What follows belongs to an exercise in optimizing a design on an open flow for small area; a production flow would make more cautious choices.
The RTL was checked by simulation tests, not by an equivalence proof against the original design.
Power is estimated from default activity; no workload was simulated.

## job 747
Design coproc_lane_alu, start of the top module:
module coproc_lane_alu #(
    parameter int WIDTH  = 144,
    parameter int LANE_W = 8,
    parameter int DEPTH  = 4
) (
    input  logic                     clk,
    input  logic                     rst,
    input  logic [WIDTH-1:0]         din,
    input  logic                     din_valid,
    output logic                     din_ready,
    input  logic [2:0]               mode,
    input  logic [$clog2(DEPTH)-1:0] tap,
    input  logic                     clear,
    output logic [WIDTH-1:0]         dout,
    output logic                     dout_valid,
    input  logic                     dout_ready,
    output logic [15:0]              count
);
    localparam int LANES = WIDTH / LANE_W;
    logic [WIDTH-1:0] r_hist [0:DEPTH-1];
    logic [WIDTH-1:0] r_acc;
    logic [WIDTH-1:0] r_dout;
    logic [DEPTH-1:0] r_hv;           
    logic             r_av;           
    logic             r_dout_valid;
    logic [15:0]      r_count;
    logic             w_accept;
    logic             m_delay, m_add, m_sub, m_xor, m_acc;
    logic [WIDTH-1:0] w_a, w_b;
    logic [WIDTH-1:0] w_result;
    assign din_ready  = !r_dout_valid || dout_ready;
    assign w_accept   = din_valid && din_ready;
  ...
==> flow/config.mk <==
export PLATFORM = sky130hd
export DESIGN_NAME = coproc_lane_alu
export DESIGN_NICKNAME = coproc_lane_alu
export VERILOG_FILES = /design/flow/design.v
export SDC_FILE = /design/flow/constraint.sdc
export NUM_CORES = 4
export LEC_CHECK = 0
export CAP_MARGIN = 20
export CORE_MARGIN = 2
export CORE_UTILIZATION = 55
export CTS_CLUSTER_DIAMETER = 100
export CTS_CLUSTER_SIZE = 25
export GPL_TIMING_DRIVEN = 0
export SETUP_SLACK_MARGIN = 0.1
export SLEW_MARGIN = 20
==> flow/constraint.sdc <==
create_clock -name core_clock -period 3.5 [get_ports {clk}]
set_input_delay 0.7000 -clock core_clock [delete_from_list [all_inputs] [get_ports {clk}]]
set_output_delay 0.7000 -clock core_clock [all_outputs]
set_load 0.01 [all_outputs]
standard.sh (not shown) runs the stock make flow with config.mk's settings and CLKGATE_MAP_FILE= SYNTH_SCRIPT=/design/flow/synth_recipe.tcl, a recipe that flattens the netlist after the stock synthesis.
==> flow/flow/run.sh <==
#!/bin/bash
set -euo pipefail
export BUFFER_PORTS_ARGS="-buffer_cell sky130_fd_sc_hd__buf_1"
export PRE_GLOBAL_PLACE_TCL="$(pwd)/flow/pre_gpl.tcl"
bash standard.sh > flow_make.log 2>&1
==> flow/flow/pre_gpl.tcl <==
# Drop synthesis's buffers; repair_design after placement buffers what needs it.
remove_buffers
Job 747 completed end to end with timing, DRC and antenna clean.
#### Input delta (job 6268 over job 747)
- CORE_UTILIZATION: 55 -> 65
- CTS_BUF_LIST: unset -> sky130_fd_sc_hd__clkbuf_8
- CTS_CLUSTER_SIZE: 25 -> 14
Findings:
- Between job 747 and job 6268, the flow reports floorplan core area decreasing by more than 10%.
- Looking at total of clock buffers placed in the layout, job 6268 sits 61% higher than job 747 does.
- Measured against each other, job 747 and job 6268 differ in switching power, the lower figure coming from job 747.
- Number of buffers added to fix hold violations after cts, job 747 and job 6268: larger value in job 6268
- Compared with job 747, in job 6268 shortest clock period the worst path allows after layout saw an increase; total number of nets in the final design saw an increase.
- Looking at the reports, job 6268 completed the entire flow and the layout it produced met the timing, design-rule and antenna checks.
Changes in job 9425 relative to job 6268:
- GPL_TIMING_DRIVEN: 0 -> unset
- CTS_CLUSTER_DIAMETER: 100 -> unset
- CORE_UTILIZATION: 65 -> 40
- CTS_CLUSTER_SIZE: 14 -> unset
- CTS_BUF_LIST: sky130_fd_sc_hd__clkbuf_8 -> unset
==> flow/flow/run.sh <==
#!/bin/bash
set -euo pipefail
export BUFFER_PORTS_ARGS="-buffer_cell sky130_fd_sc_hd__buf_1"
export RECOVER_POWER=100
bash standard.sh > flow_make.log 2>&1
removed: flow/flow/pre_gpl.tcl
==> run notes <==
Worst hold slack after final layout is lower on job 6268
Measured against each other, job 9425 and job 6268 differ in design area, the higher figure coming from job 9425.
In the reports for job 9425 and job 6268, the larger global routing usage on met2 belongs to job 6268.
Although it ran to completion, job 9425 produced a layout that fails the final checks because of capacitance limit, slew limit.
The overall power after layout of job 9425 exceeds that of job 6268 by 5.8 mW.
Measured against each other, job 9425 and job 6268 differ in clock insertion delay at the later pin of the skew report, the lower figure coming from job 9425.
Taking job 6268 as the reference, in job 9425 setup slack up 0.054 ns, register-to-register slack now larger, post-route core utilization lost 24 points, clock tree buffer count of the final layout went up, layout overhead on the synthesized area rose 12 points.
[diff] total via count after detailed routing, job 9425 relative to job 6268: regression
### job 9425 -> job 400
- GPL_TIMING_DRIVEN: unset -> 0
- CORE_UTILIZATION: 40 -> 55
- CTS_CLUSTER_SIZE: unset -> 20
- CTS_CLUSTER_DIAMETER: unset -> 100
- SETUP_SLACK_MARGIN: 0.1 -> 0.05
==> flow/flow/run.sh <==
#!/bin/bash
set -euo pipefail
export BUFFER_PORTS_ARGS="-buffer_cell sky130_fd_sc_hd__buf_1"
export PRE_GLOBAL_PLACE_TCL="$(pwd)/flow/pre_gpl.tcl"
bash standard.sh > flow_make.log 2>&1
==> flow/flow/pre_gpl.tcl (new file) <==
# Drop synthesis's buffers; repair_design after placement buffers what needs it.
remove_buffers
[summary]
Job 400 ran to completion and came out clean on the timing, design-rule and antenna checks.
Wire length improves in job 400 relative to job 9425.
Buffer count from post-CTS setup fixing in job 400 vs job 9425: up 24
Ratio of final minimum period to clock period (lower): job 9425
In the reports for job 400 and job 9425, the larger number of non-clock buffers belongs to job 9425.
Job 400 against job 9425; number of antenna violations at the first check in global routing is up by a little under 10%.
Per the comparison of job 400 with job 9425, global routing usage on met2 higher; first-iteration DRC count higher.

---

The RTL this note starts from:
==> flow/design.v <==
module coproc_lane_alu #(
    parameter int WIDTH  = 144,
    parameter int LANE_W = 8,
    parameter int DEPTH  = 4
) (
    input  logic                     clk,
    input  logic                     rst,
    input  logic [WIDTH-1:0]         din,
    input  logic                     din_valid,
    output logic                     din_ready,
    input  logic [2:0]               mode,
    input  logic [$clog2(DEPTH)-1:0] tap,
    input  logic                     clear,
    output logic [WIDTH-1:0]         dout,
    output logic                     dout_valid,
    input  logic                     dout_ready,
    output logic [15:0]              count
);
    localparam int LANES = WIDTH / LANE_W;
    logic [WIDTH-1:0] r_hist [0:DEPTH-1];
    logic [WIDTH-1:0] r_acc;
    logic [WIDTH-1:0] r_dout;
    logic [DEPTH-1:0] r_hv;           
    logic             r_av;           
    logic             r_dout_valid;
    logic [15:0]      r_count;
    logic             w_accept;
    logic             m_delay, m_add, m_sub, m_xor, m_acc;
    logic [WIDTH-1:0] w_a, w_b;
    logic [WIDTH-1:0] w_result;
    assign din_ready  = !r_dout_valid || dout_ready;
    assign w_accept   = din_valid && din_ready;
    assign dout       = r_dout;
    assign dout_valid = r_dout_valid;
    assign count      = r_count;
    assign m_delay = (mode == 3'd1);
    assign m_add   = (mode == 3'd2);
    assign m_sub   = (mode == 3'd3);
    assign m_xor   = (mode == 3'd4);
    assign m_acc   = (mode == 3'd5);
    logic s_din, s_h0, s_h0n, s_h1, s_h2, s_h3, s_acc;
    assign s_din = !m_delay;
    assign s_h0  = (m_add || m_xor || (m_delay && tap == 2'd0)) && !clear && r_hv[0];
    assign s_h0n = m_sub && !clear && r_hv[0];
    assign s_h1  = m_delay && tap == 2'd1 && !clear && r_hv[1];
    assign s_h2  = m_delay && tap == 2'd2 && !clear && r_hv[2];
    assign s_h3  = m_delay && tap == 2'd3 && !clear && r_hv[3];
    assign s_acc = m_acc && !clear && r_av;
    assign w_a = (din & {WIDTH{s_din}}) | (r_hist[1] & {WIDTH{s_h1}})
               | (r_hist[2] & {WIDTH{s_h2}}) | (r_hist[3] & {WIDTH{s_h3}});
    assign w_b = (r_hist[0] & {WIDTH{s_h0}}) | (~r_hist[0] & {WIDTH{s_h0n}}) | (r_acc & {WIDTH{s_acc}});
    always_comb begin
        for (int l = 0; l < LANES; l++) begin
            logic [7:0] g, t, c;
            logic [7:0] G1, T1, G2, T2;
            for (int i = 0; i < 8; i++) begin
                g[i] = w_a[l*8+i] & (w_b[l*8+i] & !m_xor);
                t[i] = w_a[l*8+i] | w_b[l*8+i];
            end
            g[0] = g[0] | (t[0] & s_h0n);
            G1 = g; T1 = t;
            for (int i = 1; i < 8; i += 2) begin
                G1[i] = g[i] | (t[i] & g[i-1]);
                T1[i] = t[i] & t[i-1];
            end
            G2 = G1; T2 = T1;
            for (int j = 0; j < 8; j += 4) begin
                for (int i = j + 2; i < j + 4; i++) begin
                    G2[i] = G1[i] | (T1[i] & G1[j+1]);
                    T2[i] = T1[i] & T1[j+1];
                end
            end
            for (int i = 0; i < 8; i++) begin
                c[i] = (i < 4) ? G2[i] : (G2[i] | (T2[i] & G2[3]));
            end
            w_result[l*8] = w_a[l*8] ^ (w_b[l*8] ^ s_h0n);
            for (int i = 1; i < 8; i++) begin
                w_result[l*8+i] = w_a[l*8+i] ^ (w_b[l*8+i] ^ c[i-1]);
            end
        end
    end
    always_ff @(posedge clk or negedge rst) begin
        if (!rst) begin
            r_dout_valid <= 1'b0;
        end else if (w_accept) begin
            r_dout_valid <= 1'b1;
        end else if (dout_ready) begin
            r_dout_valid <= 1'b0;
        end
    end
    always_ff @(posedge clk) begin
        if (w_accept) begin
            r_dout <= w_result;
        end
    end
    always_ff @(posedge clk) begin
        if (w_accept) begin
            for (int k = DEPTH - 1; k > 0; k--) begin
                r_hist[k] <= r_hist[k-1];
            end
            r_hist[0] <= din;
        end
    end
    always_ff @(posedge clk or negedge rst) begin
        if (!rst) begin
            r_hv <= '0;
        end else if (w_accept) begin
            r_hv <= {(clear ? {(DEPTH-1){1'b0}} : r_hv[DEPTH-2:0]), 1'b1};
        end else if (clear) begin
            r_hv <= '0;
        end
    end
    always_ff @(posedge clk) begin
        if (w_accept && m_acc) begin
            r_acc <= w_result;
        end
    end
    always_ff @(posedge clk or negedge rst) begin
        if (!rst) begin
            r_av <= 1'b0;
        end else if (w_accept && m_acc) begin
            r_av <= 1'b1;
        end else if (clear) begin
            r_av <= 1'b0;
        end
    end
    always_ff @(posedge clk or negedge rst) begin
        if (!rst) begin
            r_count <= '0;
        end else if (w_accept) begin
            r_count <= (clear ? 16'd0 : r_count) + 16'd1;
        end else if (clear) begin
            r_count <= '0;
        end
    end
endmodule
export LEC_CHECK = 0
export CAP_MARGIN = 20
export CORE_MARGIN = 2
export CORE_UTILIZATION = 55
export CTS_CLUSTER_DIAMETER = 100
export CTS_CLUSTER_SIZE = 20
export GPL_TIMING_DRIVEN = 0
export SETUP_SLACK_MARGIN = 0.1
export SLEW_MARGIN = 20
create_clock -name core_clock -period 3.5 [get_ports {clk}]
==> flow/flow/run.sh <==
#!/bin/bash
set -euo pipefail
export BUFFER_PORTS_ARGS="-buffer_cell sky130_fd_sc_hd__buf_1"
bash standard.sh > flow_make.log 2>&1
Rerun with:
--- a/flow/flow/run.sh
+++ b/flow/flow/run.sh
@@ -3,0 +4 @@
+export RECOVER_POWER=100
--- a/flow/config.mk
+++ b/flow/config.mk
@@ -10,4 +10,2 @@
-export CORE_UTILIZATION = 55
-export CTS_CLUSTER_DIAMETER = 100
-export CTS_CLUSTER_SIZE = 20
-export GPL_TIMING_DRIVEN = 0
+export CORE_UTILIZATION = 40
+export CTS_BUF_LIST = sky130_fd_sc_hd__clkbuf_4 sky130_fd_sc_hd__clkbuf_8
=>
- With this change the flow finished but fails on max-capacitance violations, max-slew violations
- setup slack improved by 0.067 ns
- count of clock-buffer cells in the layout increases by 135
- maximum frequency increases by 2.0%
- first-iteration DRC count decreases by 26%
- synthesized cell count is unchanged
- wire length decreases by about 5%
- clock skew increases by 0.012 ns
- sequential share of layout area decreases by 4.2 points
- final area increases by about 7.5%
Rerun with:
--- a/flow/flow/run.sh
+++ b/flow/flow/run.sh
@@ -4 +3,0 @@
-export RECOVER_POWER=100
--- a/flow/config.mk
+++ b/flow/config.mk
@@ -11 +11 @@
-export CTS_BUF_LIST = sky130_fd_sc_hd__clkbuf_4 sky130_fd_sc_hd__clkbuf_8
+export CTS_BUF_LIST = sky130_fd_sc_hd__clkbuf_4
Now the flow passed the timing, design-rule and antenna checks.
Fmax is higher slightly.
Wire length is higher slightly.
Synthesized area does not change.
Core utilization is higher by 1.7 points.
Rerun with:
--- a/flow/config.mk
+++ b/flow/config.mk
@@ -10,2 +10,3 @@
-export CORE_UTILIZATION = 40
-export CTS_BUF_LIST = sky130_fd_sc_hd__clkbuf_4
+export CORE_UTILIZATION = 55
+export CTS_CLUSTER_DIAMETER = 100
+export CTS_CLUSTER_SIZE = 30
- synthesized cell count is unchanged
- global-route usage went up by 5.9 points
- sequential cell count stays the same
Rerun with:
--- a/flow/flow/run.sh
+++ b/flow/flow/run.sh
@@ -3,0 +4 @@
+export PRE_GLOBAL_PLACE_TCL="$(pwd)/flow/pre_gpl.tcl"
==> flow/flow/pre_gpl.tcl (new file) <==
# Drop synthesis's buffers; repair_design after placement buffers what needs it.
remove_buffers
--- a/flow/config.mk
+++ b/flow/config.mk
@@ -11 +11 @@
-export CTS_CLUSTER_DIAMETER = 100
+export CTS_CLUSTER_DIAMETER = 80
@@ -13 +13,2 @@
-export SETUP_SLACK_MARGIN = 0.1
+export GPL_TIMING_DRIVEN = 0
+export SETUP_SLACK_MARGIN = 0.15
Global-route usage came out higher by 0.20 points.
Core utilization came out lower by 1.8 points.
Clock-buffer cell count came out higher by 6.
Critical path depth came out higher by 1.

[what the ideal ports hide]
How much do the figures lean on ideal ports? The routed layouts below were timed once more, with nothing changed but the port constraints. Step 1: set_driving_cell puts a clkbuf_16 on clk and a buf_2 on each other input, an assumption about the parent block. Step 2 adds t to the input delays and takes it off the output delays; t is the mean of the earliest and latest rising clock arrival at the registers after step 1. Input paths then give back, and output paths get back, about the clock's delay inside the block. a / b / c = no drivers / after step 1 / after step 2; a / b = the first two.
| run | t, ns | setup WS [ns] | hold slack, ns | worst setup path at the end |
|---|---|---|---|---|
| job 747 | 0.672 | 0.162 / 0.196 / -0.462 | 0.059 / 0.018 / 0.437 | input to register |
| job 6268 | 0.738 | 0.116 / 0.118 / -0.594 | 0.213 / 0.182 / 0.445 | input to register |
| job 9425 | 0.736 | 0.170 / 0.216 / -0.520 | 0.223 / 0.202 / 0.436 | input to register |
| job 400 | 0.694 | 0.095 / 0.139 / -0.554 | 0.022 / -0.026 / 0.448 | input to register |
| the first run of note 2 | 0.704 | 0.097 / 0.097 / -0.562 | 0.036 / -0.007 / 0.443 | input to register |
| the second run of note 2 | 0.887 | 0.164 / 0.164 / -0.539 | 0.078 / 0.034 / 0.427 | input to register |
| the third run of note 2 | 1.146 | 0.229 / 0.250 / -0.868 | 0.194 / 0.149 / 0.397 | input to register |
| the fourth run of note 2 | 0.669 | 0.180 / 0.180 / -0.413 | 0.055 / 0.007 / 0.450 | input to register |
| the fifth run of note 2 | 0.687 | 0.194 / 0.225 / -0.456 | 0.024 / -0.022 / 0.452 | input to register |
For the third run of note 2, which loses most, drivers alone change the setup slack by +0.021 ns; drivers and shift together by -1.097 ns.
